Background: an optimization exercise with open tools, aiming at small area, a short achievable clock period and few clock cycles per item. Do not read the settings as production practice. In this exercise RTL edits were held to simulation tests only and were not proved equivalent to the original.

==> inputs of build 25 <==
Design gyro_bias_calibrate_convert, start of the top module:
module gyro_bias_calibrate_convert (
	input  wire logic        clk,
	input  wire logic        arst_n,
	input  wire logic        cfg_valid,
	output logic             cfg_ready,
	input  wire logic [1:0]  cfg_addr,
	input  wire logic [15:0] cfg_data,
	input  wire logic        s_tvalid,
	output logic             s_tready,
	input  wire logic [63:0] s_tdata,
	input  wire logic [1:0]  s_tuser,
	output logic             m_tvalid,
	input  wire logic        m_tready,
	output logic [95:0]      m_tdata,
	output logic [2:0]       m_tuser
);
	function automatic logic [26:0] booth(input logic [15:0] y);
		logic [18:0] yy;
		yy = {2'b00, y, 1'b0};
		for (int i = 0; i < 9; i++) begin
			booth[i]      = yy[2*i+1] ^ yy[2*i];
			booth[9 + i]  = (yy[2*i+2] & ~yy[2*i+1] & ~yy[2*i]) | (~yy[2*i+2] & yy[2*i+1] & yy[2*i]);
			booth[18 + i] = yy[2*i+2];
		end
	endfunction
	logic [15:0] cal_samples_q;
	logic [26:0] dps_q;        
	logic        cal_q;
	logic [15:0] left_q;
	logic [15:0] good_q;
	logic        last_q;       
	logic        hold_q;       
	logic [31:0] sum_q [3];
	logic [24:0] nb_q  [3];
	logic        cb_q  [3];
	logic [15:0] chi_q [3];
	logic        cpend_q;      
	logic        div_run_q;
	logic        div_fix_q;    
	logic [3:0]  div_cnt_q;
	logic [17:0] g3_q;         
	logic        v1_q;
	logic [2:0]  st1_q;
  ...
==> flow/config.mk <==
export PLATFORM = sky130hd
export DESIGN_NAME = gyro_bias_calibrate_convert
export DESIGN_NICKNAME = gyro_bias_calibrate_convert
export VERILOG_FILES = /design/flow/design.v
export SDC_FILE = /design/flow/constraint.sdc
export NUM_CORES = 4
export LEC_CHECK = 0
export ABC_CLOCK_PERIOD_IN_PS = 3500
export CAP_MARGIN = 20
export CORE_MARGIN = 2
export CORE_UTILIZATION = 40
export CTS_BUF_LIST = sky130_fd_sc_hd__clkbuf_4 sky130_fd_sc_hd__clkbuf_8
export SETUP_SLACK_MARGIN = 5
export SLEW_MARGIN = 20
==> flow/constraint.sdc <==
create_clock -name core_clock -period 10.0 [get_ports {clk}]
set_input_delay 2.0000 -clock core_clock [delete_from_list [all_inputs] [get_ports {clk}]]
set_output_delay 2.0000 -clock core_clock [all_outputs]
set_load 0.01 [all_outputs]
run.sh (not shown) runs the stock make flow with config.mk's settings and CLKGATE_MAP_FILE= SYNTH_SCRIPT=/design/flow/synth_recipe.tcl, a recipe that flattens the netlist after the stock synthesis.
==> build 63 (differences from build 25) <==
--- a/flow/design.v
+++ b/flow/design.v
@@ -931,11 +931,12 @@
 	logic [2:0]  stA_q;
 	logic        cpA_q;
 	logic [24:0] rha_q [3];
 	logic [24:0] rhb_q [3];
 	logic        rcy_q [3];
-	logic [16:0] tempA_q;
+	logic [16:0] tha_q, thb_q;
+	logic        tcy_q;
 	logic        cwait_q;      
 	logic        m_tvalid_q;
 	logic [91:0] m_data_q;
 	logic [2:0]  m_user_q;
 	logic en;
@@ -1031,10 +1032,16 @@
 				d1_q[a] <= d_in[a];
 			u1_q   <= f_data[63:48] ^ 16'h8000;
 		end
 	end
 	wire fire1 = en && v1_q;
+	logic nbl_nz;
+	always_comb begin
+		nbl_nz = 1'b0;
+		for (int a = 0; a < 3; a++)
+			nbl_nz |= cb_q[a] ? (nb_q[a][7:0] != 8'hff) : (nb_q[a][7:0] != 8'h00);
+	end
 	logic [31:0] sum_nxt [3];
 	always_comb begin
 		for (int a = 0; a < 3; a++)
 			sum_nxt[a] = sum_q[a]
 			           + (div_run_q ? ~{14'd0, g3_q} : acc1_q ? {{15{d1_q[a][16]}}, d1_q[a]} : 32'd0)
@@ -1099,11 +1106,11 @@
 			if (take && !in_req && run_end && (good_q != 16'd0 || in_ok))
 				hold_q <= 1'b1;
 			if (en)
 				cwait_q <= cpend_q && !hold_q && !cwait_q;
 			if (cfg_valid && cfg_addr == 2'd1)
-				cpend_q <= 1'b1;
+				cpend_q <= nbl_nz || (cpend_q && !(en && !hold_q && !cwait_q));
 			else if (en && !hold_q && !cwait_q)
 				cpend_q <= 1'b0;
 			if (fire1 && div1_q) begin
 				for (int a = 0; a < 3; a++) begin
 					logic sg;
@@ -1157,20 +1164,22 @@
 			for (int a = 0; a < 3; a++) begin
 				rha_q[a] <= ha[a];
 				rhb_q[a] <= hb[a];
 				rcy_q[a] <= cy[a];
 			end
-			tempA_q <= tha + thb + 17'(tcy);
+			tha_q <= tha;
+			thb_q <= thb;
+			tcy_q <= tcy;
 		end
 	end
 	logic [91:0] res;
 	logic [24:0] rate [3];
 	logic [16:0] temp;
 	always_comb begin
 		for (int a = 0; a < 3; a++)
 			rate[a] = rha_q[a] + rhb_q[a] + 25'(rcy_q[a]);
-		temp = tempA_q;
+		temp = tha_q + thb_q + 17'(tcy_q);
 	end
 	assign res = (stA_q == 3'd0) ? {temp, rate[2], rate[1], rate[0]} : 92'd0;
 	always_ff @(posedge clk or negedge arst_n) begin
 		if (!arst_n)
 			m_tvalid_q <= 1'b0;
--- a/flow/config.mk
+++ b/flow/config.mk
@@ -7,8 +7,8 @@
 export LEC_CHECK = 0
 export ABC_CLOCK_PERIOD_IN_PS = 3500
 export CAP_MARGIN = 20
 export CORE_MARGIN = 2
 export CORE_UTILIZATION = 40
-export CTS_BUF_LIST = sky130_fd_sc_hd__clkbuf_4 sky130_fd_sc_hd__clkbuf_8
+export GPL_TIMING_DRIVEN = 0
 export SETUP_SLACK_MARGIN = 5
 export SLEW_MARGIN = 20
==> trial 80 (differences from build 25) <==
--- a/flow/design.v
+++ b/flow/design.v
@@ -931,25 +931,47 @@
 	logic [2:0]  stA_q;
 	logic        cpA_q;
 	logic [24:0] rha_q [3];
 	logic [24:0] rhb_q [3];
 	logic        rcy_q [3];
-	logic [16:0] tempA_q;
+	logic [16:0] tha_q, thb_q;
+	logic        tcy_q;
+	logic        s_rdy_q;
+	logic        sk_v_q;
+	logic [63:0] sk_data_q;
+	logic [1:0]  sk_user_q;
 	logic        cwait_q;      
 	logic        m_tvalid_q;
 	logic [91:0] m_data_q;
 	logic [2:0]  m_user_q;
 	logic en;
 	logic take;
+	logic        f_v;
 	logic [63:0] f_data;
 	logic [1:0]  f_user;
 	assign en        = !m_tvalid_q || m_tready;
-	assign s_tready  = en && !hold_q && !cpend_q && !cwait_q;
-	assign take      = s_tvalid && s_tready;
-	assign f_data    = s_tdata;
-	assign f_user    = s_tuser;
+	assign s_tready  = s_rdy_q;
+	assign f_v       = sk_v_q || (s_tvalid && s_rdy_q);
+	assign f_data    = sk_v_q ? sk_data_q : s_tdata;
+	assign f_user    = sk_v_q ? sk_user_q : s_tuser;
+	assign take      = f_v && en && !hold_q && !cpend_q && !cwait_q;
 	assign cfg_ready = 1'b1;
+	always_ff @(posedge clk or negedge arst_n) begin
+		if (!arst_n) begin
+			sk_v_q  <= 1'b0;
+			s_rdy_q <= 1'b0;
+		end else begin
+			sk_v_q  <= f_v && !take;
+			s_rdy_q <= !(f_v && !take);
+		end
+	end
+	always_ff @(posedge clk) begin
+		if (!sk_v_q) begin
+			sk_data_q <= s_tdata;
+			sk_user_q <= s_tuser;
+		end
+	end
 	logic        in_req, in_ok;
 	logic        run_end;
 	logic [15:0] good_nxt;
 	logic [2:0]  st_in;
 	always_comb begin
@@ -1034,25 +1056,23 @@
 	end
 	wire fire1 = en && v1_q;
 	logic [31:0] sum_nxt [3];
 	always_comb begin
 		for (int a = 0; a < 3; a++)
-			sum_nxt[a] = sum_q[a]
-			           + (div_run_q ? ~{14'd0, g3_q} : acc1_q ? {{15{d1_q[a][16]}}, d1_q[a]} : 32'd0)
-			           + 32'(div_run_q);
+			sum_nxt[a] = sum_q[a] + (acc1_q ? {{15{d1_q[a][16]}}, d1_q[a]} : 32'd0);
 	end
 	logic [15:0] dv_r  [3];
 	logic [23:0] dv_q  [3];
 	always_comb begin
 		for (int a = 0; a < 3; a++) begin
 			logic [17:0] t;
 			logic [18:0] s1, s2, s3;
 			logic [1:0]  d;
-			t  = sum_q[a][17:0];
+			t  = {sum_q[a][15:0], nb_q[a][23:22]};
 			s1 = {1'b0, t} - {3'd0, good_q};
 			s2 = {1'b0, t} - {2'd0, good_q, 1'b0};
-			s3 = sum_nxt[a][18:0];
+			s3 = {1'b0, t} - {1'b0, g3_q};
 			if (!s3[18]) begin
 				d = 2'd3;
 				dv_r[a] = s3[15:0];
 			end else if (!s2[18]) begin
 				d = 2'd2;
@@ -1074,15 +1094,15 @@
 	always_ff @(posedge clk) begin
 		for (int a = 0; a < 3; a++) begin
 			if (fire1 && clr1_q)
 				sum_q[a] <= 32'd0;
 			else if (fire1 && div1_q)
-				sum_q[a] <= {14'd0, sum_nxt[a][31:14] ^ {18{sum_nxt[a][31]}}};
+				sum_q[a] <= {16'd0, sum_nxt[a][31:16] ^ {16{sum_nxt[a][31]}}};
 			else if (fire1 && acc1_q)
 				sum_q[a] <= sum_nxt[a];
 			else if (div_run_q)
-				sum_q[a] <= {14'd0, dv_r[a], nb_q[a][23:22]};
+				sum_q[a] <= {16'd0, dv_r[a]};
 		end
 	end
 	always_ff @(posedge clk or negedge arst_n) begin
 		if (!arst_n) begin
 			hold_q    <= 1'b0;
@@ -1106,11 +1126,11 @@
 				cpend_q <= 1'b0;
 			if (fire1 && div1_q) begin
 				for (int a = 0; a < 3; a++) begin
 					logic sg;
 					sg = sum_nxt[a][31];
-					nb_q[a] <= {!sg, sum_nxt[a][13:0] ^ {14{sg}}, {8{sg}}, 2'b00};
+					nb_q[a] <= {!sg, sum_nxt[a][15:0] ^ {16{sg}}, {8{sg}}};
 				end
 				div_run_q <= 1'b1;
 				div_cnt_q <= 4'd11;
 			end
 			div_fix_q <= 1'b0;
@@ -1123,11 +1143,11 @@
 					div_fix_q <= 1'b1;
 				end
 			end
 			if (div_fix_q) begin
 				for (int a = 0; a < 3; a++)
-					cb_q[a] <= nb_q[a][24] || (sum_q[a][17:2] == good_q - 16'd1);
+					cb_q[a] <= nb_q[a][24] || (sum_q[a][15:0] == good_q - 16'd1);
 				hold_q    <= 1'b0;
 				cpend_q   <= 1'b1;
 			end
 		end
 	end
@@ -1157,20 +1177,22 @@
 			for (int a = 0; a < 3; a++) begin
 				rha_q[a] <= ha[a];
 				rhb_q[a] <= hb[a];
 				rcy_q[a] <= cy[a];
 			end
-			tempA_q <= tha + thb + 17'(tcy);
+			tha_q <= tha;
+			thb_q <= thb;
+			tcy_q <= tcy;
 		end
 	end
 	logic [91:0] res;
 	logic [24:0] rate [3];
 	logic [16:0] temp;
 	always_comb begin
 		for (int a = 0; a < 3; a++)
 			rate[a] = rha_q[a] + rhb_q[a] + 25'(rcy_q[a]);
-		temp = tempA_q;
+		temp = tha_q + thb_q + 17'(tcy_q);
 	end
 	assign res = (stA_q == 3'd0) ? {temp, rate[2], rate[1], rate[0]} : 92'd0;
 	always_ff @(posedge clk or negedge arst_n) begin
 		if (!arst_n)
 			m_tvalid_q <= 1'b0;
==> flow/config.mk (replaced) <==
export PLATFORM = sky130hd
export DESIGN_NAME = gyro_bias_calibrate_convert
export DESIGN_NICKNAME = gyro_bias_calibrate_convert
export VERILOG_FILES = /design/flow/design.v
export SDC_FILE = /design/flow/constraint.sdc
export NUM_CORES = 4
export LEC_CHECK = 0
export ABC_CLOCK_PERIOD_IN_PS = 4500
export CAP_MARGIN = 20
export CORE_MARGIN = 2
export CORE_UTILIZATION = 40
export SETUP_SLACK_MARGIN = 4
export SLEW_MARGIN = 20
==> build 26 (differences from build 25) <==
--- a/flow/design.v
+++ b/flow/design.v
@@ -931,11 +931,12 @@
 	logic [2:0]  stA_q;
 	logic        cpA_q;
 	logic [24:0] rha_q [3];
 	logic [24:0] rhb_q [3];
 	logic        rcy_q [3];
-	logic [16:0] tempA_q;
+	logic [16:0] tha_q, thb_q;
+	logic        tcy_q;
 	logic        cwait_q;      
 	logic        m_tvalid_q;
 	logic [91:0] m_data_q;
 	logic [2:0]  m_user_q;
 	logic en;
@@ -1034,25 +1035,23 @@
 	end
 	wire fire1 = en && v1_q;
 	logic [31:0] sum_nxt [3];
 	always_comb begin
 		for (int a = 0; a < 3; a++)
-			sum_nxt[a] = sum_q[a]
-			           + (div_run_q ? ~{14'd0, g3_q} : acc1_q ? {{15{d1_q[a][16]}}, d1_q[a]} : 32'd0)
-			           + 32'(div_run_q);
+			sum_nxt[a] = sum_q[a] + (acc1_q ? {{15{d1_q[a][16]}}, d1_q[a]} : 32'd0);
 	end
 	logic [15:0] dv_r  [3];
 	logic [23:0] dv_q  [3];
 	always_comb begin
 		for (int a = 0; a < 3; a++) begin
 			logic [17:0] t;
 			logic [18:0] s1, s2, s3;
 			logic [1:0]  d;
-			t  = sum_q[a][17:0];
+			t  = {sum_q[a][15:0], nb_q[a][23:22]};
 			s1 = {1'b0, t} - {3'd0, good_q};
 			s2 = {1'b0, t} - {2'd0, good_q, 1'b0};
-			s3 = sum_nxt[a][18:0];
+			s3 = {1'b0, t} - {1'b0, g3_q};
 			if (!s3[18]) begin
 				d = 2'd3;
 				dv_r[a] = s3[15:0];
 			end else if (!s2[18]) begin
 				d = 2'd2;
@@ -1074,15 +1073,15 @@
 	always_ff @(posedge clk) begin
 		for (int a = 0; a < 3; a++) begin
 			if (fire1 && clr1_q)
 				sum_q[a] <= 32'd0;
 			else if (fire1 && div1_q)
-				sum_q[a] <= {14'd0, sum_nxt[a][31:14] ^ {18{sum_nxt[a][31]}}};
+				sum_q[a] <= {16'd0, sum_nxt[a][31:16] ^ {16{sum_nxt[a][31]}}};
 			else if (fire1 && acc1_q)
 				sum_q[a] <= sum_nxt[a];
 			else if (div_run_q)
-				sum_q[a] <= {14'd0, dv_r[a], nb_q[a][23:22]};
+				sum_q[a] <= {16'd0, dv_r[a]};
 		end
 	end
 	always_ff @(posedge clk or negedge arst_n) begin
 		if (!arst_n) begin
 			hold_q    <= 1'b0;
@@ -1106,11 +1105,11 @@
 				cpend_q <= 1'b0;
 			if (fire1 && div1_q) begin
 				for (int a = 0; a < 3; a++) begin
 					logic sg;
 					sg = sum_nxt[a][31];
-					nb_q[a] <= {!sg, sum_nxt[a][13:0] ^ {14{sg}}, {8{sg}}, 2'b00};
+					nb_q[a] <= {!sg, sum_nxt[a][15:0] ^ {16{sg}}, {8{sg}}};
 				end
 				div_run_q <= 1'b1;
 				div_cnt_q <= 4'd11;
 			end
 			div_fix_q <= 1'b0;
@@ -1123,11 +1122,11 @@
 					div_fix_q <= 1'b1;
 				end
 			end
 			if (div_fix_q) begin
 				for (int a = 0; a < 3; a++)
-					cb_q[a] <= nb_q[a][24] || (sum_q[a][17:2] == good_q - 16'd1);
+					cb_q[a] <= nb_q[a][24] || (sum_q[a][15:0] == good_q - 16'd1);
 				hold_q    <= 1'b0;
 				cpend_q   <= 1'b1;
 			end
 		end
 	end
@@ -1157,20 +1156,22 @@
 			for (int a = 0; a < 3; a++) begin
 				rha_q[a] <= ha[a];
 				rhb_q[a] <= hb[a];
 				rcy_q[a] <= cy[a];
 			end
-			tempA_q <= tha + thb + 17'(tcy);
+			tha_q <= tha;
+			thb_q <= thb;
+			tcy_q <= tcy;
 		end
 	end
 	logic [91:0] res;
 	logic [24:0] rate [3];
 	logic [16:0] temp;
 	always_comb begin
 		for (int a = 0; a < 3; a++)
 			rate[a] = rha_q[a] + rhb_q[a] + 25'(rcy_q[a]);
-		temp = tempA_q;
+		temp = tha_q + thb_q + 17'(tcy_q);
 	end
 	assign res = (stA_q == 3'd0) ? {temp, rate[2], rate[1], rate[0]} : 92'd0;
 	always_ff @(posedge clk or negedge arst_n) begin
 		if (!arst_n)
 			m_tvalid_q <= 1'b0;
--- a/flow/config.mk
+++ b/flow/config.mk
@@ -7,8 +7,7 @@
 export LEC_CHECK = 0
 export ABC_CLOCK_PERIOD_IN_PS = 3500
 export CAP_MARGIN = 20
 export CORE_MARGIN = 2
 export CORE_UTILIZATION = 40
-export CTS_BUF_LIST = sky130_fd_sc_hd__clkbuf_4 sky130_fd_sc_hd__clkbuf_8
 export SETUP_SLACK_MARGIN = 5
 export SLEW_MARGIN = 20
==> results.txt <==
| quantity | build 26 | build 25 | trial 80 | build 63 |
|---|---|---|---|---|
| Outcome | no timing/DRC/antenna violations | no timing/DRC/antenna violations | no timing/DRC/antenna violations | no timing/DRC/antenna violations |
| Worst path max stage delay | 230 ps | 490 ps | 970 ps | 770 ps |
| Minimum clock period | 4884 ps | 5918 ps | 5226 ps | 5098 ps |
| Clk_skew | 47.98 ps | 53.38 ps | 40.67 ps | 82.17 ps |
| Number of clock buffers in the layout | 123 | 192 | 126 | 112 |
| Worst hold path stage count | 0 | 0 | 2 | 0 |
| Kind of end point of the critical path | output pin | flop | flop | flop |
| Crit path buffers/inverters | 4 | 3 | 0 | 4 |
| Post-Layout Inst Area | 73,630 um2 | 71,730 um2 | 77,070 um2 | 74,010 um2 |
| Standard-cell rows | 150 | 147 | 153 | 148 |
| Inverters, non-clock | 658 | 620 | 663 | 635 |
| Length of routed met3 wiring | 16,240 um | 17,710 um | 18,200 um | 19,070 um |
| Hold Worst Slack | 389.0 ps | 397.6 ps | 456.1 ps | 424.6 ps |
| Vias | 53,430 | 52,050 | 56,700 | 55,280 |
| Initial cell density of the core | 0.4015 | 0.4023 | 0.4020 | 0.4010 |
| Startpoint of the lowest-slack register-to-register path | d1_q[1][0]$_DFFE_PN_ | u1_q[11]$_DFFE_PN_ | d1_q[1][0]$_DFFE_PN_ | dps_q[1]$_DFFE_PN0P_ |
| Worst setup path endpoint | s_tready | tempA_q[15]$_DFFE_PN_ | sum_q[1][12]$_SDFFE_PP0P_ | rha_q[1][6]$_DFFE_PN_ |
| Start point of the worst hold path | st1_q[2]$_SDFFCE_PP1N_ | st1_q[1]$_SDFFCE_PP0N_ | sk_data_q[63]$_DFF_P_ | st1_q[2]$_SDFFCE_PP1N_ |
| Count of non-CTS buffers in the layout | 280 | 302 | 305 | 681 |
| Depth of the worst register-to-register path | 14 | 25 | 13 | 11 |
| Setup repair after global routing missed its margin | true | true | false | true |
| Capture endpoint of the worst hold path | stA_q[2]$_DFFE_PN_ | stA_q[1]$_DFFE_PN_ | sk_data_q[63]$_DFF_P_ | stA_q[2]$_DFFE_PN_ |
Testbench counts of build 25, summed over its fixed seeds: cycles 2,272, items 1,848.
Testbench counts of build 63, summed over its fixed seeds: cycles 2,256, items 1,848.
Testbench counts of trial 80, summed over its fixed seeds: cycles 2,272, items 1,848.
Testbench counts of build 26, summed over its fixed seeds: cycles 2,272, items 1,848.

## re-timing with driven ports
No port has a modelled driver above. Below, the same layouts with a new extraction and two added sets of constraints. Step 1 assumes that a clkbuf_16 drives the clock port and a buf_2 every other input. Step 2 moves the port delays by t, midway between the first and last clock arrival at a register: inputs arrive t later, outputs are due t later. That takes back most of the time a late clock gives input paths. Three values: ideal, step 1, step 2; two values: the first two.
run	shift t [ns]	setup slack, ns	worst hold slack (ns)
build 25	0.934	4.082 / 4.082 / 4.082	0.398 / 0.398 / 0.398
build 63	0.830	4.902 / 4.902 / 4.394	0.425 / 0.425 / 0.425
trial 80	0.796	4.774 / 4.774 / 4.242	0.456 / 0.456 / 0.456
build 26	0.782	5.116 / 5.091 / 4.525	0.389 / 0.389 / 0.389
After both steps every run listed still meets setup and hold. The setup slack of build 26, which loses most, moves by -0.025 ns with the drivers and by -0.591 ns with both steps.
